This is an optimization exercise on Yosys and OpenROAD, whose aim is small area, a short achievable clock period and few clock cycles per item, not a production implementation.
RTL that was checked went through simulation tests only; none was proved equivalent to the original.
Only the layout flow was run in runs 1 to 3; the RTL was not checked for function there.
Power and IR drop assume default switching activity.

### flow/config.mk
export PLATFORM = sky130hd
export DESIGN_NAME = xbus_filter
export DESIGN_NICKNAME = xbus_filter
export VERILOG_FILES = /design/flow/design.v
export SDC_FILE = /design/flow/constraint.sdc
export NUM_CORES = 4
export LEC_CHECK = 0
export CAP_MARGIN = 20
export CORE_MARGIN = 2
export CORE_UTILIZATION = 40
export CTS_BUF_LIST = sky130_fd_sc_hd__clkbuf_4
export SETUP_SLACK_MARGIN = 2.5
export SLEW_MARGIN = 20
### flow/constraint.sdc
create_clock -name core_clock -period 4.5 [get_ports {clk}]
set_input_delay 0.9000 -clock core_clock [delete_from_list [all_inputs] [get_ports {clk}]]
set_output_delay 0.9000 -clock core_clock [all_outputs]
set_load 0.01 [all_outputs]
### flow/design.v
`timescale 1ns/10ps
`default_nettype none
module xbus_filter (
    input  logic        clk,
    input  logic        arst_n,
    input  logic [65:0] in_pkt,
    input  logic [7:0]  pad_value,
    output logic        vec_wr_en,
    output logic [15:0] vec_din,
    input  logic        vec_full,
    output logic        cache_full
);
    logic [1:0]  tag;
    logic        is_head;
    logic        is_body;
    logic [15:0] hx;
    logic [15:0] hy;
    assign tag = in_pkt[65:64];
    assign is_head = tag == 2'd1;
    assign is_body = tag == 2'd2;
    assign hx = in_pkt[15:0];
    assign hy = in_pkt[31:16];
    logic       x_lo;
    logic       x_hi;
    logic       y_lo;
    logic       y_hi;
    logic [7:0] ex;
    logic [7:0] ey;
    assign x_lo = hx[15:3] == '0;
    assign x_hi = hx == 16'hffff;
    assign y_lo = hy[15:3] == '0;
    assign y_hi = hy == 16'hffff;
    always_comb begin
        ex[0] = x_hi;
        ey[0] = y_hi;
        for (int i = 1; i < 8; i++) begin
            ex[i] = x_lo && hx[2:0] == 3'(i - 1);
            ey[i] = y_lo && hy[2:0] == 3'(i - 1);
        end
    end
    logic [5:0] h_colmask;
    logic [5:0] h_rowmask;
    always_comb begin
        for (int c = 0; c < 6; c++) begin
            h_colmask[c] = ex[c] | ex[c + 1] | ex[c + 2];
            h_rowmask[c] = ey[c] | ey[c + 1] | ey[c + 2];
        end
    end
    logic [2:0] h_cv;
    logic [2:0] h_rv;
    always_comb begin
        for (int k = 0; k < 3; k++) begin
            h_cv[k] = 1'b0;
            h_rv[k] = 1'b0;
            for (int i = 0; i < 8; i++) begin
                if (i - 1 + k >= 1 && i - 1 + k <= 6) begin
                    h_cv[k] = h_cv[k] | ex[i];
                    h_rv[k] = h_rv[k] | ey[i];
                end
            end
        end
    end
    logic [1:0] h_base;
    logic [3:0] h_base_oh;
    assign h_base = {hy[0], 1'b0} + hx[1:0] + 2'd1;
    assign h_base_oh = 4'b0001 << h_base;
    function automatic logic [3:0] need_of(input int b, input logic [5:0] rm,
                                           input logic [5:0] cm);
        logic [3:0] n;
        n = '0;
        if (b < 9) begin
            for (int l = 0; l < 4; l++) begin
                n[l] = rm[(4 * b + l) / 6] & cm[(4 * b + l) % 6];
            end
        end
        need_of = n;
    endfunction
    logic [3:0]      ib;            
    logic [5:0]      colmask;
    logic [5:0]      rowmask;
    logic [2:0][3:0] nd;
    logic [3:0]      nd_next;       
    logic [1:0][3:0] nd_head;
    always_comb begin
        nd_next = 4'b1111;
        for (int b = 0; b < 9; b++) begin
            if (ib == 4'(b)) begin
                nd_next = (b + 3 < 9) ? need_of(b + 3, rowmask, colmask)
                        : ((b + 3 == 9) ? 4'b0000 : 4'b1111);
            end
        end
        for (int j = 0; j < 2; j++) begin
            nd_head[j] = need_of(j, h_rowmask, h_colmask);
        end
    end
    always_ff @(posedge clk or negedge arst_n) begin
        if (!arst_n) begin
            ib <= 4'd9;
            nd <= {4'b1111, 4'b1111, 4'b0000};
        end else if (is_head) begin
            ib <= 4'd0;
            nd <= {need_of(2, h_rowmask, h_colmask), nd_head};
        end else if (is_body) begin
            ib <= ib + 4'd1;
            nd <= {nd_next, nd[2:1]};
        end
    end
    always_ff @(posedge clk) begin
        if (is_head) begin
            colmask <= h_colmask;
            rowmask <= h_rowmask;
        end
    end
    logic [3:0] wr;
    assign wr = is_body ? nd[0] : 4'd0;
    logic [3:0]       wp;
    logic [3:0]       rp;
    logic [3:0]       t1;
    logic [3:0]       t2;
    logic [3:0]       pop;
    logic [3:0][15:0] ent0;
    logic [3:0][15:0] ent1;
    for (genvar l = 0; l < 4; l++) begin : g_lane
        logic [15:0] m0;
        logic [15:0] m1;
        always_ff @(posedge clk or negedge arst_n) begin
            if (!arst_n) begin
                wp[l] <= 1'b0;
                rp[l] <= 1'b0;
                t1[l] <= 1'b0;
                t2[l] <= 1'b0;
            end else begin
                if (wr[l]) wp[l] <= !wp[l];
                if (pop[l]) rp[l] <= !rp[l];
                if (wr[l] && !pop[l]) begin
                    t1[l] <= 1'b1;
                    t2[l] <= t1[l];
                end else if (!wr[l] && pop[l]) begin
                    t1[l] <= t2[l];
                    t2[l] <= 1'b0;
                end
            end
        end
        always_ff @(posedge clk) begin
            if (wr[l] && !wp[l]) m0 <= {in_pkt[8 * (4 + l) +: 8], in_pkt[8 * l +: 8]};
            if (wr[l] && wp[l]) m1 <= {in_pkt[8 * (4 + l) +: 8], in_pkt[8 * l +: 8]};
        end
        assign ent0[l] = m0;
        assign ent1[l] = m1;
    end
    logic       act;
    logic [8:0] pos;
    logic [8:0] opad;
    logic [3:0] lane0;
    logic       pend;
    logic [2:0] prv;
    logic [2:0] pcv;
    logic [3:0] pbase;
    logic [2:0] vfh;
    function automatic logic [3:0] rotl1(input logic [3:0] v);
        rotl1 = {v[2:0], v[3]};
    endfunction
    logic       row_end0;
    logic       row_end1;
    logic       lv1;
    logic       lv2;
    logic       lpad0;
    logic       lpad1;
    logic       lpad2;
    logic [3:0] lane1;
    logic [3:0] lane2;
    assign row_end0 = pos[2] | pos[5];
    assign row_end1 = pos[1] | pos[4];
    assign lv1 = !pos[8];
    assign lv2 = !pos[8] && !pos[7];
    assign lpad0 = opad[0];
    assign lpad1 = opad[1];
    assign lpad2 = opad[2];
    assign lane1 = row_end0 ? lane0 : rotl1(lane0);
    assign lane2 = (row_end0 || row_end1) ? rotl1(lane0) : {lane0[1:0], lane0[3:2]};
    logic       can_emit;
    logic       have0;
    logic       emit;
    logic       take;
    logic [8:0] new_pad;
    logic [3:0] new_base;
    assign can_emit = vfh != 3'b111;
    assign have0 = lpad0 || (lane0 & t1) != 4'd0;
    assign emit = act && have0 && can_emit;
    assign take = !act || (emit && pos[8]);
    assign pop = (emit && !lpad0) ? lane0 : 4'd0;
    always_comb begin
        for (int kh = 0; kh < 3; kh++) begin
            for (int kw = 0; kw < 3; kw++) begin
                new_pad[kh * 3 + kw] = !(prv[kh] && pcv[kw]);
            end
        end
        new_base = pbase;
    end
    always_ff @(posedge clk or negedge arst_n) begin
        if (!arst_n) begin
            act <= 1'b0;
            pend <= 1'b0;
            vfh <= '0;
            vec_wr_en <= 1'b0;
        end else begin
            vfh <= {vfh[1:0], vec_full};
            vec_wr_en <= emit;
            if (take) begin
                act <= pend;
            end
            if (is_head) begin
                pend <= 1'b1;
            end else if (take) begin
                pend <= 1'b0;
            end
        end
    end
    logic [3:0]  sel0;
    logic [3:0]  sel1;
    logic [15:0] vec_next;
    assign sel0 = lpad0 ? 4'd0 : (lane0 & ~rp);
    assign sel1 = lpad0 ? 4'd0 : (lane0 & rp);
    always_comb begin
        vec_next = {16{lpad0}} & {pad_value, pad_value};
        for (int l = 0; l < 4; l++) begin
            vec_next = vec_next | ({16{sel0[l]}} & ent0[l]) | ({16{sel1[l]}} & ent1[l]);
        end
    end
    always_ff @(posedge clk) begin
        if (take) begin
            pos <= 9'd1;
            opad <= new_pad;
            lane0 <= new_base;
        end else if (emit) begin
            pos <= {pos[7:0], 1'b0};
            opad <= {1'b1, opad[8:1]};
            lane0 <= lane1;
        end
        if (is_head) begin
            prv <= h_rv;
            pcv <= h_cv;
            pbase <= h_base_oh;
        end
        vec_din <= vec_next;
    end
    logic       cf_prev;        
    logic       ce1;
    logic       ce2;
    logic       c1;
    logic       c2;
    logic       p0;
    logic       p1;
    logic       p2;
    logic [3:0] u1;             
    logic [3:0] u2;             
    logic [3:0] f1;             
    logic [3:0] f2;             
    logic [3:0] na;
    logic [3:0] nb;
    logic [3:0] nc;
    logic [3:0] w1;             
    logic [3:0] w2;
    logic [3:0] w3;
    logic       h01;
    logic       h0and1;
    logic [3:0] hw1;
    logic [3:0] hw2;
    logic [3:0] ov;
    logic [3:0] hov;
    logic       cf_n;
    logic       pend_hit;
    always_comb begin
        ce1 = vfh[1:0] != 2'b11;
        ce2 = !vfh[0];
        c1 = lpad1 || (row_end0 ? ((lane0 & (lpad0 ? t1 : t2)) != 4'd0)
                                : ((rotl1(lane0) & t1) != 4'd0));
        c2 = lpad2 || (row_end1 ? ((lane1 & (lpad1 ? t1 : t2)) != 4'd0)
                                : ((lane2 & t1) != 4'd0));
        p0 = emit && !lpad0;
        p1 = emit && lv1 && ce1 && c1 && !lpad1;
        p2 = emit && lv1 && ce1 && c1 && lv2 && ce2 && c2 && !lpad2;
        u1 = (p0 ? lane0 : 4'd0) | (p1 ? lane1 : 4'd0) | (p2 ? lane2 : 4'd0);
        u2 = ((p0 && p1 && row_end0) ? lane0 : 4'd0) | ((p1 && p2 && row_end1) ? lane1 : 4'd0);
        f1 = ~t2 | u1;
        f2 = ~t1 | (~t2 & u1) | u2;
        na = nd[0];
        nb = (cf_prev && cache_full) ? 4'd0 : nd[1];
        nc = (cf_prev || cache_full) ? 4'd0 : nd[2];
        w1 = na | nb | nc;
        w2 = (na & nb) | (na & nc) | (nb & nc);
        w3 = na & nb & nc;
        ov = (w1 & ~f1) | (w2 & ~f2) | w3;
        h01 = h_rowmask[0] | h_rowmask[1];
        h0and1 = h_rowmask[0] & h_rowmask[1] & !cache_full;
        hw1 = {4{h01}};
        hw2 = {h0and1, h0and1, 2'b00};
        hov = (hw1 & ~f1) | (hw2 & ~f2);
        pend_hit = pend && (ib == 4'd9 || (ib == 4'd8 && !(cf_prev && cache_full))
                            || (ib == 4'd7 && !cf_prev && !cache_full));
        cf_n = (is_head ? hov != 4'd0 : ov != 4'd0) || pend_hit;
    end
    always_ff @(posedge clk or negedge arst_n) begin
        if (!arst_n) begin
            cache_full <= 1'b0;
            cf_prev <= 1'b0;
        end else begin
            cache_full <= cf_n;
            cf_prev <= cache_full;
        end
    end
endmodule
`default_nettype wire
### flow/flow/run.sh
#!/bin/bash
# Standard ORFS layout with two changes: the port buffers start as buf_1
# (the resizer still upsizes the ones on critical paths) and CTS inserts no
# dummy loads. Each tool's output goes to its own log in the work folder.
set -euo pipefail
bash standard.sh \
  'BUFFER_PORTS_ARGS=-buffer_cell sky130_fd_sc_hd__buf_1' \
  'CTS_ARGS=-sink_clustering_enable -repair_clock_nets -dont_use_dummy_load -buf_list sky130_fd_sc_hd__clkbuf_4' \
  MATCH_CELL_FOOTPRINT=0 \
  finish > make_finish.log 2>&1
### flow/standard.sh
#!/bin/bash
# synth_recipe.tcl (not shown) runs the flow's synth.tcl, then flattens the netlist and writes it again
# the make line also repeats each setting of config.mk as NAME=value (left out here)
make -C /OpenROAD-flow-scripts/flow DESIGN_CONFIG=/design/flow/config.mk WORK_HOME=/design/flow/orfs CLKGATE_MAP_FILE= SYNTH_SCRIPT=/design/flow/synth_recipe.tcl "${@:-finish}"
==> results of run 1 <==
[state kept, by name, indices dropped and copies added (netlist names), 6 cells and up]
name       flops
g_lane.m0     64
colmask        6
opad           9
nd            12
vec_din       16
pos            9
g_lane.m1     64
[routing by layer]
layer  share of wire  track usage  vias to the layer above
met5               0            0                        -
met4           0.022       0.0644                        0
met3           0.071       0.0439                       50
met2            0.45        0.311                      308
met1            0.46        0.307                     3702
li1                -            -                     3560
[synthesized netlist by cell type, drive strengths merged (3+ instances only)]
| master | count | area, µm² |
|---|---|---|
| and3 | 8 | 50.1 |
| o221ai | 3 | 26.3 |
| o21bai | 3 | 22.5 |
| xnor2 | 9 | 78.8 |
| ha | 10 | 125 |
| nor2 | 71 | 267 |
| o21ai | 37 | 185 |
| nand2b | 7 | 43.8 |
| nor3b | 4 | 30.0 |
| nand2 | 87 | 327 |
| buf | 6 | 30.0 |
| nor2b | 18 | 113 |
| mux2 | 12 | 139 |
| mux2i | 48 | 480 |
| nand3 | 28 | 140 |
| dfstp | 10 | 263 |
| a21o | 3 | 22.5 |
| a221oi | 8 | 76.3 |
| or2 | 9 | 56.3 |
| a211o | 3 | 26.3 |
| inv | 18 | 67.6 |
| a21oi | 49 | 245 |
| a211oi | 5 | 37.5 |
| clkbuf | 39 | 146 |
| edfxtp | 161 | 4830 |
| nand4 | 19 | 119 |
| dfrtp | 30 | 751 |
| o22ai | 15 | 93.8 |
| a22oi | 19 | 143 |
| o211ai | 11 | 82.6 |
| nor3 | 8 | 40.0 |
| a22o | 3 | 26.3 |
| dfxtp | 25 | 500 |
| a31oi | 22 | 138 |
| a21boi | 3 | 22.5 |
| nor4 | 7 | 58.8 |
| o21a | 5 | 37.5 |
| and2 | 4 | 25.0 |
[power by group]
group / internal (mW) / total, mW / switching, mW / leakage, nW
Combinational: 1.44 / 3.15 / 1.71 / 2.03
Sequential: 2.70 / 3.18 / 0.480 / 2.11
Clock: 0.579 / 1.29 / 0.713 / 0.267
[layout make-up]
class,count,area share
Antenna cell,1,0.000204
Clock buffer,58,0.0355
Inverter,18,0.00622
Multi-Input combinational cell,566,0.327
Sequential cell,226,0.520
Tap cell,330,0.0337
Timing Repair Buffer,153,0.0774
[metrics by stage]
stage          utilization  setup slack (ns)  cell area [µm²]
2_1_floorplan            -              1.93            10200
6_report             0.490              1.78            12300
5_1_grt              0.490              1.64            12300
4_1_cts              0.475              1.84            11900
3_3_place_gp         0.433              1.24            10800
3_5_place_dp         0.433              1.20            10800
[how the worst max path moves through the flow]
stage                         from              endpoint  slack [ns]  cells after the start
6_report         t1[2]$_DFFE_PN0P_  cache_full$_DFF_PN0_        1.78                      8
5_1_grt        pos[2]$_SDFFE_PN0N_  cache_full$_DFF_PN0_        1.64                     10
4_1_cts        pos[5]$_SDFFE_PN0N_  cache_full$_DFF_PN0_        1.84                      9
3_5_place_dp     opad[0]$_DFFE_PP_  cache_full$_DFF_PN0_        1.20                      9
3_3_place_gp     opad[0]$_DFFE_PP_  cache_full$_DFF_PN0_        1.24                      9
2_1_floorplan  pos[5]$_SDFFE_PN0N_  cache_full$_DFF_PN0_        1.93                     10
[what timing repair did]
item,CTS,global route
pin swaps,25,10
gates resized for setup,120,64
endpoints found under the hold margin,0,0
endpoints found under the setup margin,100,79
buffers inserted,34,21
cloned,2,0
[logic make-up (layout without fill, tap and decap cells)]
group           count (synthesis)  in the layout  synth area share
flops                         226            226             0.628
other cells                     0              1                 0
simple gates                  277            279             0.132
mux                            60             60            0.0612
buf+inv                        63            229            0.0241
xor+xnor                       10             10           0.00866
compound gates                205            205             0.132
fa+ha+maj                      12             12            0.0144
==> results.ini, run 1 <==
[yosys]
synth-main-ff-cell = edfxtp_1
yosysUniqueCellTypes = 65
syn_avg_cell_area_um2 = 11.9
synthArstFlopShare = 0.177
synth.net_count = 940
synthCells = 853
synth_warnings = 1
synth_edf_count = 161
syn-cell-area_um2 = 10100
synth.yosys.seq_area_share = 0.628
synth.ff_latch_count = 226

[clocking]
htreeDepth = 2
clock-root-buffer = clkbuf_4
cts_made_buffers = 58
cts_tree = built
cts_max_path_buffers = 3
postCtsHoldBufs = 0
clock-sinks = 226
clock_latency_ns = 0.70
cts.clk_slew.worst_paths_ns = 0.06

[floorplan]
core_area_um2 = 25000
dieArea_um2 = 26600
die_h_um = 163
initial_utilization = 0.404
io_pins = 95
rows = 58
dieWidth_um = 163

[timing]
min_period_ns = 2.72
tightest_slew_ns = 0.570
slew_violations = 0
rsz0062_at_grt = yes
holdWs_ns = 0.299
max_freq_ghz = 0.368
relSlewSlack = 0.609
hold_viol_final = 0
finClkSkew_ns = 0.0841
fin_crit_sh = 0.603
setup_viol = 0
tns_ns = 0

[min_path]
hp-class = in2async

[critical_path]
cpMaxStageDelayCell = dfrtp_1
crit_buf_inv = 0
cpLargestDelayFamily = compound AO/OA/AOI/OAI gates
regToRegSetupSlack_ns = 1.78
cp.arrival_ns = 3.18
crit_path_end_kind = flop
path_class = reg2reg
worstPathRequired_ns = 4.96
start_kind = flop
worst-r2r-cell-count = 8
crit_chain = a21oi_1 -> a211o_1 -> nor4_1 -> nand4_1 -> o221a_2 -> a221oi_2 -> and4bb_1 -> o2111ai_1
cp_slowest_stage_delay_ns = 0.54
worst-path-max-fanout = 8
r2r-start = t1[2]$_DFFE_PN0P_
r2r-end = cache_full$_DFF_PN0_

[final_layout]
fin_cells = 1352
multi_input_area_um2 = 4010
register_area_um2 = 6380
final_cell_mix = edfxtp_1 (161), nand2_1 (82), buf_1 (69)
syn_to_final_growth_pct = 21.3
nets = 1110
fill_cells = 2261
layout_commonest_cell = edfxtp_1
drive_gt1_frac = 0.267

[status]
status = no timing/DRC/antenna violations

[route]
ant_nets = 0
route.vias.total = 7620
totalWireLength_um = 27900
dr.pass1.iters = 5
drt_iter0_drc = 629
vias_per_cell = 5.64
routedWlPerCell_um = 20.7
drc = 0

[placed_design]
io_buffers = 94
hpwl_um = 18500
place_inst = 1236
gp_congestion = 0.842

[global_route]
antenna_found_initial = 1
grt-ovfl-total = 0
track_usage = 0.209
grt_pass1_vias = 7385
grt_max_degree = 53
grt_first_pass_wirelength_um = 42400

[pwr]
p_per_area_nw_per_um2 = 621
p_leak_nw = 4.41
p_total_mw = 7.62
ir_worst_vdd_uv = 291

[flow_run]
drv_cap = 0

==> run 2: changes to the inputs <==
--- a/flow/design.v
+++ b/flow/design.v
@@ -249,11 +249,12 @@
     logic       ce2;
-    logic       c1;
-    logic       c2;
-    logic       p0;
-    logic       p1;
-    logic       p2;
-    logic [3:0] u1;             
-    logic [3:0] u2;             
-    logic [3:0] f1;             
-    logic [3:0] f2;             
+    logic       go1;            
+    logic [3:0] s1;             
+    logic       go2;            
+    logic [3:0] q0;             
+    logic [3:0] q1;             
+    logic [3:0] q2;             
+    logic [3:0] nu1;            
+    logic [3:0] nu2;            
+    logic [3:0] nf1;            
+    logic [3:0] nf2;            
     logic [3:0] na;
@@ -275,13 +276,16 @@
         ce2 = !vfh[0];
-        c1 = lpad1 || (row_end0 ? ((lane0 & (lpad0 ? t1 : t2)) != 4'd0)
-                                : ((rotl1(lane0) & t1) != 4'd0));
-        c2 = lpad2 || (row_end1 ? ((lane1 & (lpad1 ? t1 : t2)) != 4'd0)
-                                : ((lane2 & t1) != 4'd0));
-        p0 = emit && !lpad0;
-        p1 = emit && lv1 && ce1 && c1 && !lpad1;
-        p2 = emit && lv1 && ce1 && c1 && lv2 && ce2 && c2 && !lpad2;
-        u1 = (p0 ? lane0 : 4'd0) | (p1 ? lane1 : 4'd0) | (p2 ? lane2 : 4'd0);
-        u2 = ((p0 && p1 && row_end0) ? lane0 : 4'd0) | ((p1 && p2 && row_end1) ? lane1 : 4'd0);
-        f1 = ~t2 | u1;
-        f2 = ~t1 | (~t2 & u1) | u2;
+        for (int l = 0; l < 4; l++) begin
+            s1[l] = lane1[l] && (row_end0 ? (lpad0 ? t1[l] : t2[l]) : t1[l]);
+        end
+        go1 = emit && lv1 && ce1 && !lpad1;
+        go2 = emit && lv1 && ce1 && (lpad1 || s1 != 4'd0) && lv2 && ce2 && !lpad2;
+        for (int l = 0; l < 4; l++) begin
+            q0[l] = act && can_emit && !lpad0 && lane0[l] && t1[l];
+            q1[l] = go1 && s1[l];
+            q2[l] = go2 && lane2[l] && (row_end1 ? (lpad1 ? t1[l] : t2[l]) : t1[l]);
+        end
+        nu1 = ~(q0 | q1 | q2);
+        nu2 = ~((q0 & q1) | (q1 & q2));
+        nf1 = t2 & nu1;
+        nf2 = t1 & (t2 | nu1) & nu2;
         na = nd[0];
@@ -292,3 +296,3 @@
         w3 = na & nb & nc;
-        ov = (w1 & ~f1) | (w2 & ~f2) | w3;
+        ov = (w1 & nf1) | (w2 & nf2) | w3;
         h01 = h_rowmask[0] | h_rowmask[1];
@@ -297,3 +301,3 @@
         hw2 = {h0and1, h0and1, 2'b00};
-        hov = (hw1 & ~f1) | (hw2 & ~f2);
+        hov = (hw1 & nf1) | (hw2 & nf2);
         pend_hit = pend && (ib == 4'd9 || (ib == 4'd8 && !(cf_prev && cache_full))
==> run 2 against run 1 <==
Against the previous run: via count up 1.3%; non-clock buffer count up 41; critical path depth unchanged; worst setup slack better by 0.44 ns; combinational power up 6%; synthesized area down 3.1%; register-to-register slack better by 0.44 ns; power up 1.7%; maximum frequency up 19%; largest cell class unchanged.
==> results.ini, run 2 <==
[critical_path]
regToRegSetupSlack_ns = 2.22
worstPathRequired_ns = 5.01
cpMaxStageDelayCell = dfrtp_2
r2r-start = act$_DFFE_PN0N_
crit_chain = inv_1 -> a211oi_4 -> nor4b_4 -> nand3_2 -> o211ai_2 -> a21boi_2 -> o211a_1 -> o32a_1
cp_slowest_stage_delay_ns = 0.56
worst-path-max-fanout = 6
start_kind = flop
crit_buf_inv = 1
cpLargestDelayFamily = compound AO/OA/AOI/OAI gates
r2r-end = cache_full$_DFF_PN0_
path_class = reg2reg
cp.arrival_ns = 2.79
worst-r2r-cell-count = 8
crit_path_end_kind = flop

[flow_run]
drv_cap = 0

[clocking]
cts.clk_slew.worst_paths_ns = 0.07
cts_max_path_buffers = 3
clock-root-buffer = clkbuf_4
cts_tree = built
cts_made_buffers = 57
htreeDepth = 2
clock-sinks = 226
postCtsHoldBufs = 0
clock_latency_ns = 0.71

[yosys]
synth.ff_latch_count = 226
synthCells = 796
syn_avg_cell_area_um2 = 12.3
synth_warnings = 1
synth_edf_count = 161
syn-cell-area_um2 = 9800
synthTopCellsByArea = edfxtp_1 (49%), dfrtp_1 (7.7%), dfxtp_1 (5.1%)
synth.yosys.seq_area_share = 0.648
yosys.area.top_type_share = 0.493
yosysUniqueCellTypes = 67
ys_top_cells_by_count = edfxtp_1 (161), nand2_1 (94), nor2_1 (53)
synth.net_count = 883
synthMostInstantiatedCell = edfxtp_1
synthArstFlopShare = 0.177
synth_top_area_cell = edfxtp_1
synth-main-ff-cell = edfxtp_1

[route]
vias_per_cell = 5.79
route.vias.total = 7718
dr.pass1.iters = 7
ant_nets = 0
totalWireLength_um = 29100
drt_iter0_drc = 876
drc = 0
routedWlPerCell_um = 21.8

[pwr]
pwr-share-seq = 0.402
p_per_area_nw_per_um2 = 623
netSwitchingFraction = 0.365
p_switching_mw = 2.83
p_leak_nw = 4.52
intPower_mw = 4.92
ir_worst_vdd_uv = 288
p_clk_frac = 0.167
comb_power_share = 0.431

[placed_design]
gp_congestion = 0.879
hpwl_um = 17200
io_buffers = 94
place_inst = 1178

[final_layout]
fin_cells = 1332
nets = 1096
final_cell_mix = edfxtp_1 (161), nand2_1 (89), buf_4 (76)
drive_gt1_frac = 0.324
reg_top3 = g_lane.m0 (64), g_lane.m1 (64), vec_din (16)
layout_commonest_cell = edfxtp_1
syn_to_final_growth_pct = 27.1
fill_cells = 2123
utilization = 0.515

[timing]
fin_crit_sh = 0.506
finClkSkew_ns = 0.106
slew_violations = 0
tns_ns = 0
rsz0062_at_grt = yes
max_freq_ghz = 0.439
min_period_ns = 2.28
hold_viol_final = 0
tightest_slew_ns = 0.664
setup_viol = 0
relSlewSlack = 0.556

[floorplan]
io_pins = 95
die_h_um = 161
core_area_um2 = 24200
dieWidth_um = 161
rows = 57
dieArea_um2 = 25800
initial_utilization = 0.405

[global_route]
grt_first_pass_wirelength_um = 41700
track_usage = 0.211
antenna_found_initial = 1
grt-ovfl-total = 0
grt_pass1_vias = 7247
grt_max_degree = 47

[status]
status = no timing/DRC/antenna violations

[min_path]
hp-class = in2async

run 2: per-stage QoR:
step | setup slack (ns) | hold WS (ns) | total power, mW | area [µm²]
floorplan | 2.25 | 0.374 | 4.60 | 9910
global placement | 1.31 | 0.407 | 5.25 | 10500
detailed placement | 1.25 | 0.409 | 5.26 | 10500
CTS | 2.28 | 0.322 | 7.09 | 11600
global route | 2.17 | 0.340 | 8.17 | 12400
finish | 2.22 | 0.304 | 7.75 | 12400
run 2: cell families after synthesis:
kind of cell | Yosys count | synth area share
XOR/XNOR | 8 | 0.00715
flip-flops | 226 | 0.648
AND/OR/NAND/NOR | 246 | 0.123
adder cells (fa/ha/maj) | 10 | 0.0128
buffers and inverters | 64 | 0.0291
multiplexers | 18 | 0.0195
AO/OA/AOI/OAI | 224 | 0.161
run 2: power by group through the flow:
stage,Sequential (mW),Combinational (mW),Clock (mW)
floorplan,3.00,1.60,0
global placement,3.15,2.09,0
detailed placement,3.15,2.11,0
CTS,3.07,2.69,1.32
global route,3.16,3.59,1.42
finish,3.12,3.34,1.29
run 2: how the worst max path moves through the flow:
stage	startpoint	end	slack, ns	cells past startpoint
detailed placement	lane0[0]$_DFFE_PP_	opad[5]$_DFFE_PP_	1.25	8
global route	opad[0]$_DFFE_PP_	cache_full$_DFF_PN0_	2.17	10
floorplan	in_pkt[25]	nd[10]$_DFFE_PN1P_	2.25	7
finish	act$_DFFE_PN0N_	cache_full$_DFF_PN0_	2.22	8
CTS	opad[0]$_DFFE_PP_	cache_full$_DFF_PN0_	2.28	9
global placement	lane0[0]$_DFFE_PP_	lane0[2]$_DFFE_PP_	1.31	8
run 2: metal layers:
layer,vias up,share of wire,routed length (µm),GRT usage
li1,3500,-,-,-
met1,3781,0.43,12500,0.298
met2,364,0.46,13500,0.329
met3,73,0.082,2400,0.0434
met4,0,0.027,782,0.0647
met5,-,0,0,0
run 2: timing repair:
action                                  CTS  global route
gates cloned                              2             3
pin swaps                                30            39
endpoints found under the setup margin   97           113
setup buffers                            40            51
hold endpoints to repair                  0             0
resized for setup                       100            92
run 2: layout make-up:
type | instances | area, µm² | share of cell area
well taps | 324 | 405 | 0.0326
repair buffers | 194 | 1390 | 0.111
inverters | 21 | 85.1 | 0.00683
diodes | 1 | 2.50 | 0.000201
flip-flops and latches | 226 | 6370 | 0.512
multi-input cells | 509 | 3770 | 0.303
clock buffers | 57 | 428 | 0.0344
==> run 3: changes to the inputs <==
--- a/flow/config.mk
+++ b/flow/config.mk
@@ -11,3 +11,3 @@
 export CTS_BUF_LIST = sky130_fd_sc_hd__clkbuf_4
-export SETUP_SLACK_MARGIN = 2.5
+export SETUP_SLACK_MARGIN = 2.3
 export SLEW_MARGIN = 20
==> run 3 against run 2 <==
Against the previous run: clock skew is 0.013 ns higher; cell count is 4.0% lower; wire length is 7.0% lower; still clean on timing, DRC and antenna; power is 10% lower; die area stayed put; clock-buffer cell count is 2 higher; largest power group is now registers; sequential power is 1% lower; clock power hardly changed; via count is 4.1% lower.
==> results.ini, run 3 <==
[global_route]
grt-ovfl-total = 0
use_met2 = 0.334
top_usage_layer = met2
grt_pass1_vias = 7163
use_met3 = 0.0444
track_usage = 0.210
antenna_found_initial = 1
grt_max_degree = 47
grt_first_pass_wirelength_um = 41800
grt_util_met1 = 0.294

[timing]
rsz0062_at_grt = yes
finClkSkew_ns = 0.120
min_period_ns = 2.25
fin_crit_sh = 0.500
hold_viol_final = 0
relSlewSlack = 0.262
tightest_slew_ns = 1.11
setup_viol = 0
max_freq_ghz = 0.445
slew_violations = 0
tns_ns = 0

[route]
totalWireLength_um = 27100
dr.pass1.iters = 5
route.vias.total = 7405
routedWlPerCell_um = 21.2
drt_iter0_drc = 729
vias_per_cell = 5.79
drc = 0
ant_nets = 0

[yosys]
synthMostInstantiatedCell = edfxtp_1
synthCells = 796
ys_top_cells_by_count = edfxtp_1 (161), nand2_1 (94), nor2_1 (53)
synthTopCellsByArea = edfxtp_1 (49%), dfrtp_1 (7.7%), dfxtp_1 (5.1%)
synth_top_area_cell = edfxtp_1
synth.ff_latch_count = 226
yosysUniqueCellTypes = 67
syn_avg_cell_area_um2 = 12.3
synth.net_count = 883
synth.yosys.seq_area_share = 0.648
synthArstFlopShare = 0.177
synth_warnings = 1
synth_edf_count = 161
synth-main-ff-cell = edfxtp_1
syn-cell-area_um2 = 9800
yosys.area.top_type_share = 0.493

[final_layout]
reg_top3 = g_lane.m0 (64), g_lane.m1 (64), vec_din (16)
layout_commonest_cell = edfxtp_1
nets = 1042
final_cell_mix = edfxtp_1 (161), nand2_1 (92), buf_1 (92)
drive_gt1_frac = 0.199
syn_to_final_growth_pct = 17.2
fin_area_um2 = 11500
fill_cells = 2225

[critical_path]
path_class = reg2reg
cp.arrival_ns = 2.83
worst-r2r-cell-count = 9
crit_path_end_kind = flop
start_kind = flop
worst-path-max-fanout = 7
worstPathRequired_ns = 5.09

[floorplan]
dieWidth_um = 161
initial_utilization = 0.405
dieArea_um2 = 25800
rows = 57
io_pins = 95
core_area_um2 = 24200
die_h_um = 161

[clocking]
cts_tree = built
postCtsHoldBufs = 0
clock-root-buffer = clkbuf_4
clock_latency_ns = 0.69
cts.clk_slew.worst_paths_ns = 0.07
cts_max_path_buffers = 3
cts_made_buffers = 59
htreeDepth = 2
clock-sinks = 226

[placed_design]
placed_area_um2 = 10500
gp_congestion = 0.860
io_buffers = 94
hpwl_um = 17500

[pwr]
p_per_area_nw_per_um2 = 607
ir_worst_vdd_uv = 373
p_leak_nw = 4.05

[flow_run]
drv_cap = 0

[status]
status = no timing/DRC/antenna violations

[min_path]
hp-class = in2async

-- run 3: changes by cell type in the layout (fill, tap and decap cells not counted), moves of 5 or more --
cell | before | now
a221oi_1 | 3 | 16
a221oi_2 | 16 | 3
buf_1 | 69 | 92
buf_12 | 8 | 2
buf_2 | 7 | 0
buf_4 | 76 | 44
buf_6 | 24 | 0
dfxtp_1 | 15 | 25
dfxtp_2 | 10 | 0
ha_1 | 0 | 5
ha_4 | 9 | 4
nor2_1 | 44 | 49
o21ai_0 | 24 | 31
o21ai_1 | 10 | 4
-- run 3: per-layer routing --
metal,share of wire,routed length (µm),vias to the layer above
met4,0.012,326,0
met5,0,0,-
li1,-,-,3391
met2,0.47,12800,294
met3,0.066,1790,34
met1,0.45,12100,3686
-- run 3: cells by family (layout without fill, tap and decap cells) --
family                   Yosys count  count (layout)  share of synthesized area
XOR/XNOR                           8               8                    0.00715
adder cells (fa/ha/maj)           10              10                     0.0128
buffers and inverters             64             221                     0.0291
AND/OR/NAND/NOR                  246             246                      0.123
multiplexers                      18              18                     0.0195
other                              0               2                          0
AO/OA/AOI/OAI                    224             224                      0.161
flip-flops                       226             226                      0.648
-- run 3: power breakdown --
group	internal (mW)	switching, mW	total (mW)
clock	0.589	0.703	1.29
sequential	2.72	0.357	3.08
combinational	1.12	1.48	2.59
-- run 3: worst paths after layout --
path	slack, ns	start	to
setup / recovery	2.25	opad[0]$_DFFE_PP_	cache_full$_DFF_PN0_
hold / removal	0.31	arst_n	wp[1]$_DFFE_PN0P_
setup reg to reg	2.25	opad[0]$_DFFE_PP_	cache_full$_DFF_PN0_
hold reg to reg	0.42	g_lane[1].m0[6]$_DFFE_PP_	vec_din[6]$_DFF_P_
max in group asynchronous	3.69	arst_n	t1[2]$_DFFE_PN0P_
min in group core_clock	0.41	in_pkt[39]	g_lane[0].m0[15]$_DFFE_PP_
-- run 3: critical path: stages, from the launching register on --
cell and delay (ns):
edfxtp_1 0.45, buf_12 0.18, mux2_4 0.30, a221oi_2 0.26
nand4_1 0.25, nand3_2 0.15, o211ai_2 0.10, a21boi_2 0.19
o211a_1 0.18, o32a_1 0.14
-- run 3: layout make-up --
cell class	count	area, µm²	share of cell area
Tap cell	324	405	0.0353
Inverter	21	82.6	0.00720
Multi-Input combinational cell	506	3430	0.299
Sequential cell	226	6360	0.554
Timing Repair Buffer	141	751	0.0654
Antenna cell	2	5.00	0.000436
Clock buffer	59	443	0.0386
-- run 3: stage by stage --
stage / setup WS, ns / total power, mW / cells / utilization / hold WS (ns)
after global routing: 2.14 / 7.42 / 1278 / 0.475 / 0.319
after CTS: 2.30 / 6.87 / 1262 / 0.467 / 0.299
after floorplan: 2.25 / 4.59 / 796 / - / 0.374
final: 2.25 / 6.96 / 1279 / 0.475 / 0.313
after detailed placement: 1.21 / 5.28 / 1179 / 0.436 / 0.408
after global placement: 1.31 / 5.25 / 1179 / 0.436 / 0.395
-- run 3: timing repair --
item                                    4_1_cts  5_1_grt
gates cloned                                  1        0
endpoints found under the setup margin       57       44
resized for setup                            26       17
setup buffers                                23       15
pin swaps                                     8       19
==> run 4: changes to the inputs <==
--- a/flow/design.v
+++ b/flow/design.v
@@ -163,19 +163,11 @@
     logic       row_end0;
-    logic       row_end1;
     logic       lv1;
-    logic       lv2;
     logic       lpad0;
     logic       lpad1;
-    logic       lpad2;
     logic [3:0] lane1;
-    logic [3:0] lane2;
     assign row_end0 = pos[2] | pos[5];
-    assign row_end1 = pos[1] | pos[4];
     assign lv1 = !pos[8];
-    assign lv2 = !pos[8] && !pos[7];
     assign lpad0 = opad[0];
     assign lpad1 = opad[1];
-    assign lpad2 = opad[2];
     assign lane1 = row_end0 ? lane0 : rotl1(lane0);
-    assign lane2 = (row_end0 || row_end1) ? rotl1(lane0) : {lane0[1:0], lane0[3:2]};
     logic       can_emit;
@@ -248,9 +240,5 @@
     logic       ce1;
-    logic       ce2;
     logic       go1;            
-    logic [3:0] s1;             
-    logic       go2;            
     logic [3:0] q0;             
     logic [3:0] q1;             
-    logic [3:0] q2;             
     logic [3:0] nu1;            
@@ -275,15 +263,9 @@
         ce1 = vfh[1:0] != 2'b11;
-        ce2 = !vfh[0];
-        for (int l = 0; l < 4; l++) begin
-            s1[l] = lane1[l] && (row_end0 ? (lpad0 ? t1[l] : t2[l]) : t1[l]);
-        end
         go1 = emit && lv1 && ce1 && !lpad1;
-        go2 = emit && lv1 && ce1 && (lpad1 || s1 != 4'd0) && lv2 && ce2 && !lpad2;
         for (int l = 0; l < 4; l++) begin
             q0[l] = act && can_emit && !lpad0 && lane0[l] && t1[l];
-            q1[l] = go1 && s1[l];
-            q2[l] = go2 && lane2[l] && (row_end1 ? (lpad1 ? t1[l] : t2[l]) : t1[l]);
+            q1[l] = go1 && lane1[l] && (row_end0 ? (lpad0 ? t1[l] : t2[l]) : t1[l]);
         end
-        nu1 = ~(q0 | q1 | q2);
-        nu2 = ~((q0 & q1) | (q1 & q2));
+        nu1 = ~(q0 | q1);
+        nu2 = ~(q0 & q1);
         nf1 = t2 & nu1;
--- a/flow/config.mk
+++ b/flow/config.mk
@@ -11,3 +11,3 @@
 export CTS_BUF_LIST = sky130_fd_sc_hd__clkbuf_4
-export SETUP_SLACK_MARGIN = 2.3
+export SETUP_SLACK_MARGIN = 3.0
 export SLEW_MARGIN = 20
==> run 4 against run 3 <==
Against the previous run: maximum frequency is 6.9% higher; highest routed layer unchanged; cell count is 4.8% higher; flip-flop and latch count stayed put; critical path depth is 8 lower; clock power hardly changed; global-route usage is 1.3 points higher.
==> results.ini, run 4 <==
[floorplan]
dieWidth_um = 159
core_area_um2 = 23600
io_pins = 95
rows = 56
die_h_um = 159
initial_utilization = 0.409
dieArea_um2 = 25400

[timing]
tns_ns = 0
setup_viol = 0
setup_ws_ns = 2.40
rsz0062_at_grt = yes
slew_violations = 0
finClkSkew_ns = 0.106
tightest_slew_ns = 0.436
fin_crit_sh = 0.467
hold_viol_final = 0
max_freq_ghz = 0.475
min_period_ns = 2.10
relSlewSlack = 0.701

[clocking]
cts_made_buffers = 58
clock_latency_ns = 0.69
cts.clk_slew.worst_paths_ns = 0.07
htreeDepth = 2
clock-sinks = 226
postCtsHoldBufs = 0
cts_tree = built
clock-root-buffer = clkbuf_4
cts_max_path_buffers = 3

[placed_design]
hpwl_um = 18000
gp_congestion = 0.821
io_buffers = 94
post-place-ws_ns = 1.66

[critical_path]
start_kind = flop
worstPathRequired_ns = 3.60
cpLargestDelayFamily = flip-flops
worst-r2r-cell-count = 10
worst-path-max-fanout = 2
r2r-start = lane0[0]$_DFFE_PP_
crit_path_end_kind = primary output
r2r-end = t2[2]$_DFFE_PN0P_
crit_buf_inv = 1
crit_start = cache_full$_DFF_PN0_
cp_slowest_stage_delay_ns = 0.44
cpMaxStageDelayCell = dfrtp_2
cp.arrival_ns = 1.20
path_class = reg2out
crit_chain = buf_6
regToRegSetupSlack_ns = 2.46

[yosys]
synthTopCellsByArea = edfxtp_1 (50%), dfrtp_1 (7.8%), dfxtp_1 (5.2%)
syn-cell-area_um2 = 9670
syn_avg_cell_area_um2 = 12.3
synthCells = 784
synth.yosys.seq_area_share = 0.657
synth-main-ff-cell = edfxtp_1
synth_top_area_cell = edfxtp_1
synth.ff_latch_count = 226
yosysUniqueCellTypes = 65
synthArstFlopShare = 0.177
yosys.area.top_type_share = 0.500
synthMostInstantiatedCell = edfxtp_1
synth_warnings = 1
ys_top_cells_by_count = edfxtp_1 (161), nand2_1 (96), nor2_1 (53)
synth_edf_count = 161
synth.net_count = 871

[min_path]
hp-class = in2async

[final_layout]
final_cell_mix = edfxtp_1 (161), nand2_1 (64), buf_4 (60)
reg_top3 = g_lane.m0 (64), g_lane.m1 (64), vec_din (16)
nets = 1108
fill_cells = 1969
drive_gt1_frac = 0.430
layout_commonest_cell = edfxtp_1
syn_to_final_growth_pct = 38.6

[global_route]
use_met3 = 0.0511
track_usage = 0.222
grt_first_pass_wirelength_um = 43500
antenna_found_initial = 1
grt_pass1_vias = 7441
use_met2 = 0.334
top_usage_layer = met2
grt-ovfl-total = 0
grt_max_degree = 30
grt_util_met1 = 0.324

[pwr]
p_total_mw = 7.97
ir_worst_vdd_uv = 221
p_leak_nw = 4.80
p_per_area_nw_per_um2 = 595

[route]
dr.pass1.iters = 5
ant_nets = 0
vias_per_cell = 5.71
route.vias.total = 7656
drt_iter0_drc = 683
totalWireLength_um = 29200
routedWlPerCell_um = 21.8
drc = 0

[status]
status = no timing/DRC/antenna violations

[flow_run]
drv_cap = 0

-- run 4: worst max path at each step --
| stage | cells past startpoint | end | slack, ns |
|---|---|---|---|
| 2_1_floorplan | 7 | cache_full$_DFF_PN0_ | 2.22 |
| 3_3_place_gp | 8 | cache_full$_DFF_PN0_ | 1.69 |
| 3_5_place_dp | 8 | cache_full$_DFF_PN0_ | 1.66 |
| 4_1_cts | 1 | cache_full | 2.36 |
| 5_1_grt | 1 | cache_full | 2.35 |
| 6_report | 1 | cache_full | 2.40 |
-- run 4: logic make-up (layout without fill, tap and decap cells) --
| group | count (synthesis) | in the layout | synth area share |
|---|---|---|---|
| AOI/OAI and AO/OA | 197 | 197 | 0.137 |
| and+or+nand+nor | 257 | 262 | 0.126 |
| DFF | 226 | 226 | 0.657 |
| xor gates and xnor gates | 10 | 10 | 0.00906 |
| buffers and inverters | 50 | 280 | 0.0213 |
| other | 0 | 2 | 0 |
| muxes | 33 | 33 | 0.0355 |
| adders and majority gates | 11 | 11 | 0.0141 |
-- run 4: report_power, final --
part	switching [mW]	total, mW	internal (mW)
sequential	0.409	3.12	2.71
combinational	1.80	3.56	1.76
clock	0.710	1.29	0.580
-- run 4: layout make-up --
cell class,count,area [µm²],area share
Clock buffer,58,435,0.0325
Tap cell,319,399,0.0298
Timing Repair Buffer,206,1730,0.129
Antenna cell,2,5.00,0.000373
Inverter,16,103,0.00766
Multi-Input combinational cell,513,4360,0.325
Sequential cell,226,6380,0.476
-- run 4: through the flow --
stage | util | instances | hold WS, ns | instance area [µm²]
3_3_place_gp | 0.452 | 1167 | 0.411 | 10700
3_5_place_dp | 0.452 | 1167 | 0.411 | 10700
4_1_cts | 0.533 | 1304 | 0.149 | 12600
6_report | 0.568 | 1340 | 0.178 | 13400
2_1_floorplan | - | 784 | 0.391 | 10100
5_1_grt | 0.568 | 1340 | 0.170 | 13400
-- run 4: routing by layer --
layer  routed length, µm  vias to the layer above
met5                   0                        -
met4                 353                        0
met2               13400                      332
li1                    -                     3477
met1               13100                     3813
met3                2330                       34
-- run 4: worst register-to-register path, stage by stage (launching register included) --
cell and delay (ns):
edfxtp_1 0.41, a222oi_1 0.43, nand2_2 0.14, buf_6 0.14, nand3_4 0.13, clkinv_8 0.11
buf_12 0.15, nand2_8 0.06, ha_4 0.22, nand2_2 0.07, o21ai_2 0.05
-- run 4: what timing repair did --
item	CTS	global route
buffers inserted	73	33
pin swaps	53	56
cloned	6	1
endpoints found under the setup margin	241	140
gates resized for setup	238	130
Testbench counts of run 4, summed over its fixed seeds: cycles 4,179, windows 384.
==> run 5: changes to the inputs <==
--- a/flow/config.mk
+++ b/flow/config.mk
@@ -11,3 +11,3 @@
 export CTS_BUF_LIST = sky130_fd_sc_hd__clkbuf_4
-export SETUP_SLACK_MARGIN = 3.0
+export SETUP_SLACK_MARGIN = 2.5
 export SLEW_MARGIN = 20
==> run 5 against run 4 <==
Against the previous run: critical path depth unchanged; non-clock buffer count fell by 77; clock skew down 0.0091 ns; clock power hardly changed; global-route usage decreased by 2.0 points; sequential power decreased by 1%; synthesized area is the same; register-to-register slack worse by 0.02 ns; power shrank 14%; highest routed layer unchanged.
==> results.ini, run 5 <==
[final_layout]
utilization = 0.489
layout_commonest_cell = edfxtp_1
register_area_um2 = 6370
multi_input_area_um2 = 3490
nets = 1026
reg_top3 = g_lane.m0 (64), g_lane.m1 (64), vec_din (16)
fill_cells = 2140
syn_to_final_growth_pct = 19.5
drive_gt1_frac = 0.241
final_cell_mix = edfxtp_1 (161), nand2_1 (89), buf_1 (74)

[yosys]
synth-main-ff-cell = edfxtp_1
synthCells = 784
synth_top_area_cell = edfxtp_1
synth_simple_gate_area_share = 0.126
synth_mux_area_frac = 0.0355
syn-cell-area_um2 = 9670
synth.net_count = 871
syn_avg_cell_area_um2 = 12.3
synthAdderAreaFrac = 0.0141
synthArstFlopShare = 0.177
synth_edf_count = 161
yosys.area.top_type_share = 0.500
synth-xor-area-share = 0.00906
synth.ff_latch_count = 226
ys_top_cells_by_count = edfxtp_1 (161), nand2_1 (96), nor2_1 (53)
synth_compound_area_frac = 0.137
synthMostInstantiatedCell = edfxtp_1
synth.yosys.seq_area_share = 0.657
synth_top_family_by_area = compound AO/OA/AOI/OAI gates
yosysUniqueCellTypes = 65
synth_warnings = 1
synthTopCellsByArea = edfxtp_1 (50%), dfrtp_1 (7.8%), dfxtp_1 (5.2%)

[critical_path]
crit_chain = buf_6
cp_slowest_stage_delay_ns = 0.41
cp.arrival_ns = 1.19
crit_buf_inv = 1
worst-r2r-cell-count = 7
r2r-end = cache_full$_DFF_PN0_
regToRegSetupSlack_ns = 2.44
start_kind = flop
worst-path-max-fanout = 2
cpLargestDelayFamily = flip-flops
crit_path_end_kind = primary output
cpMaxStageDelayCell = dfrtp_2
worstPathRequired_ns = 3.60
path_class = reg2out
r2r-start = vfh[0]$_DFF_PN0_

[timing]
finClkSkew_ns = 0.0971
fin_crit_sh = 0.465
relSlewSlack = 0.485
min_period_ns = 2.09
tightest_slew_ns = 0.773
tns_ns = 0
rsz0062_at_grt = yes
setup_viol = 0
max_freq_ghz = 0.478
slew_violations = 0
holdWs_ns = 0.409
hold_viol_final = 0

[clocking]
clock-root-buffer = clkbuf_4
cts_max_path_buffers = 3
cts_tree = built
htreeDepth = 2
clock-sinks = 226
cts_made_buffers = 58
cts.clk_slew.worst_paths_ns = 0.06
clock_latency_ns = 0.69

[floorplan]
die_h_um = 159
initial_utilization = 0.409
rows = 56
io_pins = 95
core_area_um2 = 23600
dieArea_um2 = 25400
dieWidth_um = 159

[pwr]
comb_power_share = 0.360
p_total_mw = 6.84
intPower_mw = 4.37
pwr-share-seq = 0.450
ir_worst_vdd_uv = 218
p_leak_nw = 4.00
p_clk_frac = 0.190
netSwitchingFraction = 0.361
p_per_area_nw_per_um2 = 592
p_switching_mw = 2.47

[min_path]
min_from = in_pkt[42]
whs_endpoint = g_lane[1].m0[10]$_DFFE_PP_
whs_path_depth = 1
hp-class = in2reg

[placed_design]
hpwl_um = 17700
gp_congestion = 0.889
io_buffers = 94

[global_route]
grt_max_degree = 46
antenna_found_initial = 1
grt_pass1_vias = 6811
grt-ovfl-total = 0
grt_first_pass_wirelength_um = 39600
track_usage = 0.202

[route]
ant_nets = 0
drc = 0
route.vias.total = 7233
vias_per_cell = 5.75
routedWlPerCell_um = 20.9
drt_iter0_drc = 654
totalWireLength_um = 26300
dr.pass1.iters = 5

[status]
status = no timing/DRC/antenna violations

[flow_run]
drv_cap = 0

run 5: changes by cell type in the layout (fill, tap and decap cells not counted), moves of 10 or more:
cell,change
nand2_1,+25
nor2_1,+13
o21ai_1,-10
buf_4,-33
o21ai_2,-11
a21oi_1,+11
nor2_4,-16
a221oi_1,+11
o21ai_0,+22
a221oi_2,-10
buf_1,+22
clkbuf_2,-12
nand2_2,-14
buf_6,-33
run 5: area by class of cell:
class / count / share of cell area
Multi-Input combinational cell: 508 / 0.302
Antenna cell: 2 / 0.000433
Inverter: 16 / 0.00542
Clock buffer: 58 / 0.0377
Tap cell: 319 / 0.0346
Timing Repair Buffer: 129 / 0.0685
Sequential cell: 226 / 0.552
run 5: power groups by stage:
stage / sequential [mW] / clock, mW / combinational, mW
floorplan: 2.97 / 0 / 1.42
global placement: 3.10 / 0 / 1.91
detailed placement: 3.10 / 0 / 1.93
CTS: 3.05 / 1.34 / 2.29
global route: 3.13 / 1.43 / 2.67
finish: 3.08 / 1.30 / 2.46
run 5: layer usage:
metal	share of wire	GRT usage	vias up
met4	0.019	0.0583	0
li1	-	-	3297
met2	0.44	0.297	347
met5	0	0	-
met1	0.45	0.305	3542
met3	0.083	0.0375	47
run 5: kinds of logic after synthesis:
group / count (synthesis)
simple gates: 257
flops: 226
compound gates: 197
buf+inv: 50
mux: 33
fa+ha+maj: 11
xor+xnor: 10
run 5: repair_timing:
action / 4_1_cts / 5_1_grt
setup endpoints to repair: 85 / 69
hold buffers: 1 / 0
gates resized for setup: 89 / 52
pin swaps: 12 / 11
hold endpoints to repair: 1 / 0
gates cloned: 1 / 0
setup buffers: 18 / 9
run 5: worst max path at each step:
stage          depth (start not counted)              endpoint  slack [ns]                  from
2_1_floorplan                          7  cache_full$_DFF_PN0_        2.22            in_pkt[25]
3_3_place_gp                           8    lane0[2]$_DFFE_PP_        1.57    lane0[0]$_DFFE_PP_
3_5_place_dp                           8     opad[4]$_DFFE_PP_        1.42    lane0[0]$_DFFE_PP_
4_1_cts                                1            cache_full        2.35  cache_full$_DFF_PN0_
5_1_grt                                1            cache_full        2.36  cache_full$_DFF_PN0_
6_report                               1            cache_full        2.41  cache_full$_DFF_PN0_
run 5: metrics by stage:
step                      area (µm²)  std cells  setup slack, ns
after floorplan                 9760        784             2.22
after global placement         10400       1169             1.57
after detailed placement       10400       1169             1.42
after CTS                      11300       1247             2.35
after global routing           11600       1258             2.36
final                          11600       1258             2.41
==> run 6: changes to the inputs <==
--- a/flow/config.mk
+++ b/flow/config.mk
@@ -9,3 +9,3 @@
 export CORE_MARGIN = 2
-export CORE_UTILIZATION = 40
+export CORE_UTILIZATION = 60
 export CTS_BUF_LIST = sky130_fd_sc_hd__clkbuf_4
==> run 6 against run 5 <==
Against the previous run: power up 0.15%; worst hold slack worse by 0.037 ns; combinational power about the same; clock skew down 0.022 ns; cell area down 1.4%; critical path type is now reg2reg; sequential share of layout area up 0.77 points.
==> results.ini, run 6 <==
[floorplan]
core_area_um2 = 15800
dieArea_um2 = 17100
rows = 46
die_h_um = 131
initial_utilization = 0.611
dieWidth_um = 131
io_pins = 95

[yosys]
yosys.area.top_type_share = 0.500
syn-cell-area_um2 = 9670
synthTopCellsByArea = edfxtp_1 (50%), dfrtp_1 (7.8%), dfxtp_1 (5.2%)
syn_avg_cell_area_um2 = 12.3
ys_top_cells_by_count = edfxtp_1 (161), nand2_1 (96), nor2_1 (53)
synth.yosys.seq_area_share = 0.657
synth_edf_count = 161
yosysUniqueCellTypes = 65
synthCells = 784
synth_top_family_by_area = compound AO/OA/AOI/OAI gates
synthAdderAreaFrac = 0.0141
synth_simple_gate_area_share = 0.126
synth.net_count = 871
synth.ff_latch_count = 226
synthArstFlopShare = 0.177
synth-xor-area-share = 0.00906
synth-main-ff-cell = edfxtp_1
synth_warnings = 1
synth_mux_area_frac = 0.0355
synth_compound_area_frac = 0.137
synthMostInstantiatedCell = edfxtp_1
synth_top_area_cell = edfxtp_1

[timing]
slew_violations = 0
finClkSkew_ns = 0.0747
hold_viol_final = 0
max_freq_ghz = 0.454
tightest_slew_ns = 0.954
rsz0062_at_grt = yes
min_period_ns = 2.20
relSlewSlack = 0.364
fin_crit_sh = 0.489
setup_ws_ns = 2.30
tns_ns = 0
setup_viol = 0

[final_layout]
drive_gt1_frac = 0.243
fill_cells = 1106
reg_top3 = g_lane.m0 (64), g_lane.m1 (64), vec_din (16)
multi_input_area_um2 = 3560
syn_to_final_growth_pct = 17.8
final_cell_mix = edfxtp_1 (161), nand2_1 (90), buf_1 (73)
layout_commonest_cell = edfxtp_1
nets = 1023
register_area_um2 = 6370

[critical_path]
worstPathRequired_ns = 5.04
path_class = reg2reg
r2r-start = lane0[0]$_DFFE_PP_
cpMaxStageDelayCell = a222oi_1
worst-path-max-fanout = 5
crit_start = lane0[0]$_DFFE_PP_
cpLargestDelayFamily = compound AO/OA/AOI/OAI gates
start_kind = flop
crit_path_end_kind = flop
crit_chain = a222oi_1 -> nand2_2 -> buf_6 -> buf_6 -> a41oi_2 -> a31oi_4 -> a41oi_2 -> a211oi_2 -> a31oi_1
cp.arrival_ns = 2.75
cp_slowest_stage_delay_ns = 0.49
crit_buf_inv = 2

[global_route]
grt_pass1_vias = 7024
antenna_found_initial = 1
grt-ovfl-total = 0
grt_first_pass_wirelength_um = 37900
grt_max_degree = 46
track_usage = 0.298

[pwr]
p_leak_nw = 3.97
netSwitchingFraction = 0.365
pwr-share-seq = 0.451
comb_power_share = 0.363
ir_worst_vdd_uv = 353
intPower_mw = 4.35
p_switching_mw = 2.50
p_total_mw = 6.85
p_clk_frac = 0.185
p_per_area_nw_per_um2 = 601

[clocking]
cts_made_buffers = 57
cts.clk_slew.worst_paths_ns = 0.07
postCtsHoldBufs = 0
cts_max_path_buffers = 3
clock-sinks = 226
cts_tree = built
htreeDepth = 2
clock-root-buffer = clkbuf_4
clock_latency_ns = 0.68

[route]
totalWireLength_um = 25700
dr.pass1.iters = 5
drt_iter0_drc = 768
route.vias.total = 7331
vias_per_cell = 6.37
ant_nets = 0
routedWlPerCell_um = 22.3
drc = 0

[status]
status = no timing/DRC/antenna violations

[placed_design]
post-place-ws_ns = 1.17
gp_congestion = 0.959
hpwl_um = 16500
io_buffers = 94

[min_path]
hp-class = in2async

[flow_run]
drv_cap = 0

-- run 6: final timing paths --
kind | to | slack (ns) | depth (start not counted)
hold reg to reg | pos[5]$_SDFFE_PN0N_ | 0.45 | 2
max in group asynchronous | ib[1]$_DFFE_PN0P_ | 3.39 | 1
setup reg to reg | cache_full$_DFF_PN0_ | 2.30 | 9
setup / recovery | cache_full$_DFF_PN0_ | 2.30 | 9
hold / removal | t1[2]$_DFFE_PN0P_ | 0.37 | 1
min in group core_clock | vfh[0]$_DFF_PN0_ | 0.38 | 1
-- run 6: per-layer routing --
layer	GRT usage	vias up	routed length, µm
met2	0.465	436	12100
met3	0.0721	67	2410
met5	0	-	0
li1	-	3280	-
met4	0.115	0	776
met1	0.408	3548	10400
-- run 6: power by group through the flow --
| stage | Sequential, mW | Combinational (mW) | Clock (mW) |
|---|---|---|---|
| after floorplan | 2.97 | 1.42 | 0 |
| after global placement | 3.12 | 1.78 | 0 |
| after detailed placement | 3.14 | 1.85 | 0 |
| after CTS | 3.05 | 2.18 | 1.29 |
| after global routing | 3.13 | 2.69 | 1.39 |
| final | 3.09 | 2.49 | 1.27 |
-- run 6: area by class of cell --
class                      instances  area share
timing repair buffer             126      0.0614
tap                              216      0.0237
multi-input combinational        509       0.312
inverter                          16     0.00549
clock buffer                      57      0.0376
antenna                            1    0.000220
sequential                       226       0.559
-- run 6: through the flow --
stage	area (µm²)	hold slack, ns	util	cells
after CTS	11000	0.336	0.696	1138
final	11400	0.372	0.719	1151
after global routing	11400	0.346	0.719	1151
after global placement	10300	0.402	0.648	1062
after detailed placement	10300	0.410	0.648	1062
after floorplan	9760	0.391	-	784
-- run 6: timing repair --
item                                    4_1_cts  5_1_grt
gates cloned                                  1        0
setup buffers                                18       12
pin swaps                                    12       15
endpoints found under the setup margin       92       73
gates resized for setup                      74       66
-- run 6: cell families after synthesis --
| kind of cell | after synthesis |
|---|---|
| adders and majority gates | 11 |
| buffers and inverters | 50 |
| AOI/OAI and AO/OA | 197 |
| muxes | 33 |
| DFF | 226 |
| and+or+nand+nor | 257 |
| xor gates and xnor gates | 10 |
==> run 7: changes to the inputs <==
--- a/flow/config.mk
+++ b/flow/config.mk
@@ -9,4 +9,6 @@
 export CORE_MARGIN = 2
-export CORE_UTILIZATION = 60
+export CORE_UTILIZATION = 40
 export CTS_BUF_LIST = sky130_fd_sc_hd__clkbuf_4
+export CTS_CLUSTER_DIAMETER = 60
+export CTS_CLUSTER_SIZE = 30
 export SETUP_SLACK_MARGIN = 2.5
==> run 7 against run 6 <==
Against the previous run: sequential power about the same; first-iteration DRC count decreased by 15%; wire length increased by 2.3%; highest routed layer unchanged; clock power about the same; critical path depth decreased by 8; worst setup slack improved by 0.11 ns; global-route usage decreased by 9.5 points; register-to-register slack improved by 0.14 ns; sequential share of layout area decreased by 0.77 points; combinational power about the same; synthesized area unchanged.
==> results.ini, run 7 <==
[critical_path]
worst-path-max-fanout = 2
crit_chain = buf_6
crit_buf_inv = 1
cp.arrival_ns = 1.19
worstPathRequired_ns = 3.60
crit_path_end_kind = primary output
cp_slowest_stage_delay_ns = 0.41
start_kind = flop
path_class = reg2out
cpLargestDelayFamily = flip-flops
cpMaxStageDelayCell = dfrtp_2

[yosys]
synthCells = 784
yosysUniqueCellTypes = 65
synthMostInstantiatedCell = edfxtp_1
syn_avg_cell_area_um2 = 12.3
ys_top_cells_by_count = edfxtp_1 (161), nand2_1 (96), nor2_1 (53)
synth-main-ff-cell = edfxtp_1
synth.ff_latch_count = 226
synth_warnings = 1
synth.net_count = 871
synthTopCellsByArea = edfxtp_1 (50%), dfrtp_1 (7.8%), dfxtp_1 (5.2%)
synth_top_area_cell = edfxtp_1
synth.yosys.seq_area_share = 0.657
syn-cell-area_um2 = 9670
synthArstFlopShare = 0.177
synth_edf_count = 161
yosys.area.top_type_share = 0.500

[timing]
relSlewSlack = 0.485
hold_viol_final = 0
fin_crit_sh = 0.465
slew_violations = 0
max_freq_ghz = 0.478
tns_ns = 0
rsz0062_at_grt = yes
setup_viol = 0
min_period_ns = 2.09
tightest_slew_ns = 0.773
finClkSkew_ns = 0.0971

[final_layout]
syn_to_final_growth_pct = 19.5
utilization = 0.489
layout_commonest_cell = edfxtp_1
reg_top3 = g_lane.m0 (64), g_lane.m1 (64), vec_din (16)
fin_area_um2 = 11600
final_cell_mix = edfxtp_1 (161), nand2_1 (89), buf_1 (74)
nets = 1026
drive_gt1_frac = 0.241

[floorplan]
core_area_um2 = 23600
initial_utilization = 0.409
dieArea_um2 = 25400
io_pins = 95
die_h_um = 159
dieWidth_um = 159
rows = 56

[global_route]
track_usage = 0.202
grt-ovfl-total = 0
grt_pass1_vias = 6811
grt_first_pass_wirelength_um = 39600
grt_max_degree = 46
antenna_found_initial = 1

[clocking]
cts_made_buffers = 58
cts.clk_slew.worst_paths_ns = 0.06
clock-sinks = 226
clock_latency_ns = 0.69
clock-root-buffer = clkbuf_4
htreeDepth = 2
cts_tree = built
cts_max_path_buffers = 3

[route]
totalWireLength_um = 26300
drt_iter0_drc = 654
drc = 0
routedWlPerCell_um = 20.9
dr.pass1.iters = 5
ant_nets = 0
vias_per_cell = 5.75
route.vias.total = 7233

[pwr]
p_total_mw = 6.84
p_leak_nw = 4.00
p_per_area_nw_per_um2 = 592
ir_worst_vdd_uv = 218

[placed_design]
placed_area_um2 = 10400
gp_congestion = 0.889
io_buffers = 94
hpwl_um = 17700

[flow_run]
drv_cap = 0

[min_path]
hp-class = in2reg

[status]
status = no timing/DRC/antenna violations

## run 7: cell counts after synthesis
No cell type changed its count.
## run 7: repair_timing
action | in CTS | in global routing
endpoints found under the hold margin | 1 | 0
buffers inserted | 18 | 9
gates cloned | 1 | 0
setup endpoints to repair | 85 | 69
resized for setup | 89 | 52
hold buffers | 1 | 0
pin swaps | 12 | 11
## run 7: final cells by class
type | instances | area, µm²
flip-flops and latches | 226 | 6370
clock buffers | 58 | 435
diodes | 2 | 5.00
well taps | 319 | 399
repair buffers | 129 | 791
inverters | 16 | 62.6
multi-input cells | 508 | 3490
fillers | 2140 | 12100
## run 7: per-stage QoR
step           hold slack, ns  instances  setup slack, ns
4_1_cts                 0.365       1247             2.35
3_3_place_gp            0.415       1169             1.57
5_1_grt                 0.370       1258             2.36
2_1_floorplan           0.391        784             2.22
6_report                0.409       1258             2.41
3_5_place_dp            0.410       1169             1.42
## run 7: worst paths after layout
check,start,slack (ns),depth (start not counted),end
setup / recovery,cache_full$_DFF_PN0_,2.41,1,cache_full
hold / removal,in_pkt[42],0.41,1,g_lane[1].m0[10]$_DFFE_PP_
setup reg to reg,vfh[0]$_DFF_PN0_,2.44,7,cache_full$_DFF_PN0_
hold reg to reg,vfh[1]$_DFF_PN0_,0.42,0,vfh[2]$_DFF_PN0_
max in group asynchronous,arst_n,3.14,3,rp[2]$_DFFE_PN0P_
min in group asynchronous,arst_n,0.59,2,ib[1]$_DFFE_PN0P_
## run 7: power by group
group	leakage, nW	switching, mW	internal, mW
logic	1.62	1.38	1.08
clock network	0.267	0.718	0.579
registers	2.11	0.373	2.71
total	4.00	2.47	4.37
## run 7: layer usage
layer  GRT usage  wire, µm
met5           0         0
met3      0.0375      2180
met2       0.297     11600
met4      0.0583       504
met1       0.305     11900
## run 7: kinds of logic after synthesis
group,synth area share
compound gates,0.137
xor+xnor,0.00906
fa+ha+maj,0.0141
buf+inv,0.0213
flops,0.657
mux,0.0355
simple gates,0.126

-- port drivers added, routing unchanged --
The flow's constraints put no driver on any port. The routed layouts listed below were extracted and timed again, unchanged, in two steps. Step 1, drivers: a clkbuf_16 drives clk and a buf_2 each remaining input, both assumed. Step 2 times the ports against the registers' clock, not the clock port: input delays grow and output delays shrink by t, the midpoint of the rising clock arrivals with the driver on. a / b / c = no drivers / after step 1 / after step 2; a / b = the first two.
run | t, ns | setup WS [ns] | hold WS [ns] | worst setup path after step 2 | clock arrival spread, ns
run 1 | 0.688 | 1.784 / 1.784 / 1.784 | 0.299 / 0.284 / 0.434 | register to register | 0.097 / 0.098
run 2 | 0.701 | 2.225 / 2.225 / 1.833 | 0.304 / 0.288 / 0.411 | input to register | 0.107 / 0.107
run 3 | 0.667 | 2.252 / 2.252 / 1.726 | 0.313 / 0.296 / 0.418 | input to register | 0.120 / 0.120
run 4 | 0.680 | 2.396 / 2.354 / 1.954 | 0.178 / 0.161 / 0.450 | input to register | 0.116 / 0.116
run 5 | 0.685 | 2.409 / 2.365 / 1.826 | 0.409 / 0.389 / 0.423 | input to register | 0.099 / 0.098
run 6 | 0.681 | 2.299 / 2.299 / 1.833 | 0.372 / 0.366 / 0.448 | input to register | 0.085 / 0.085
run 7 | 0.685 | 2.409 / 2.365 / 1.826 | 0.409 / 0.389 / 0.423 | input to register | 0.099 / 0.098
After both steps every run listed still meets setup and hold.
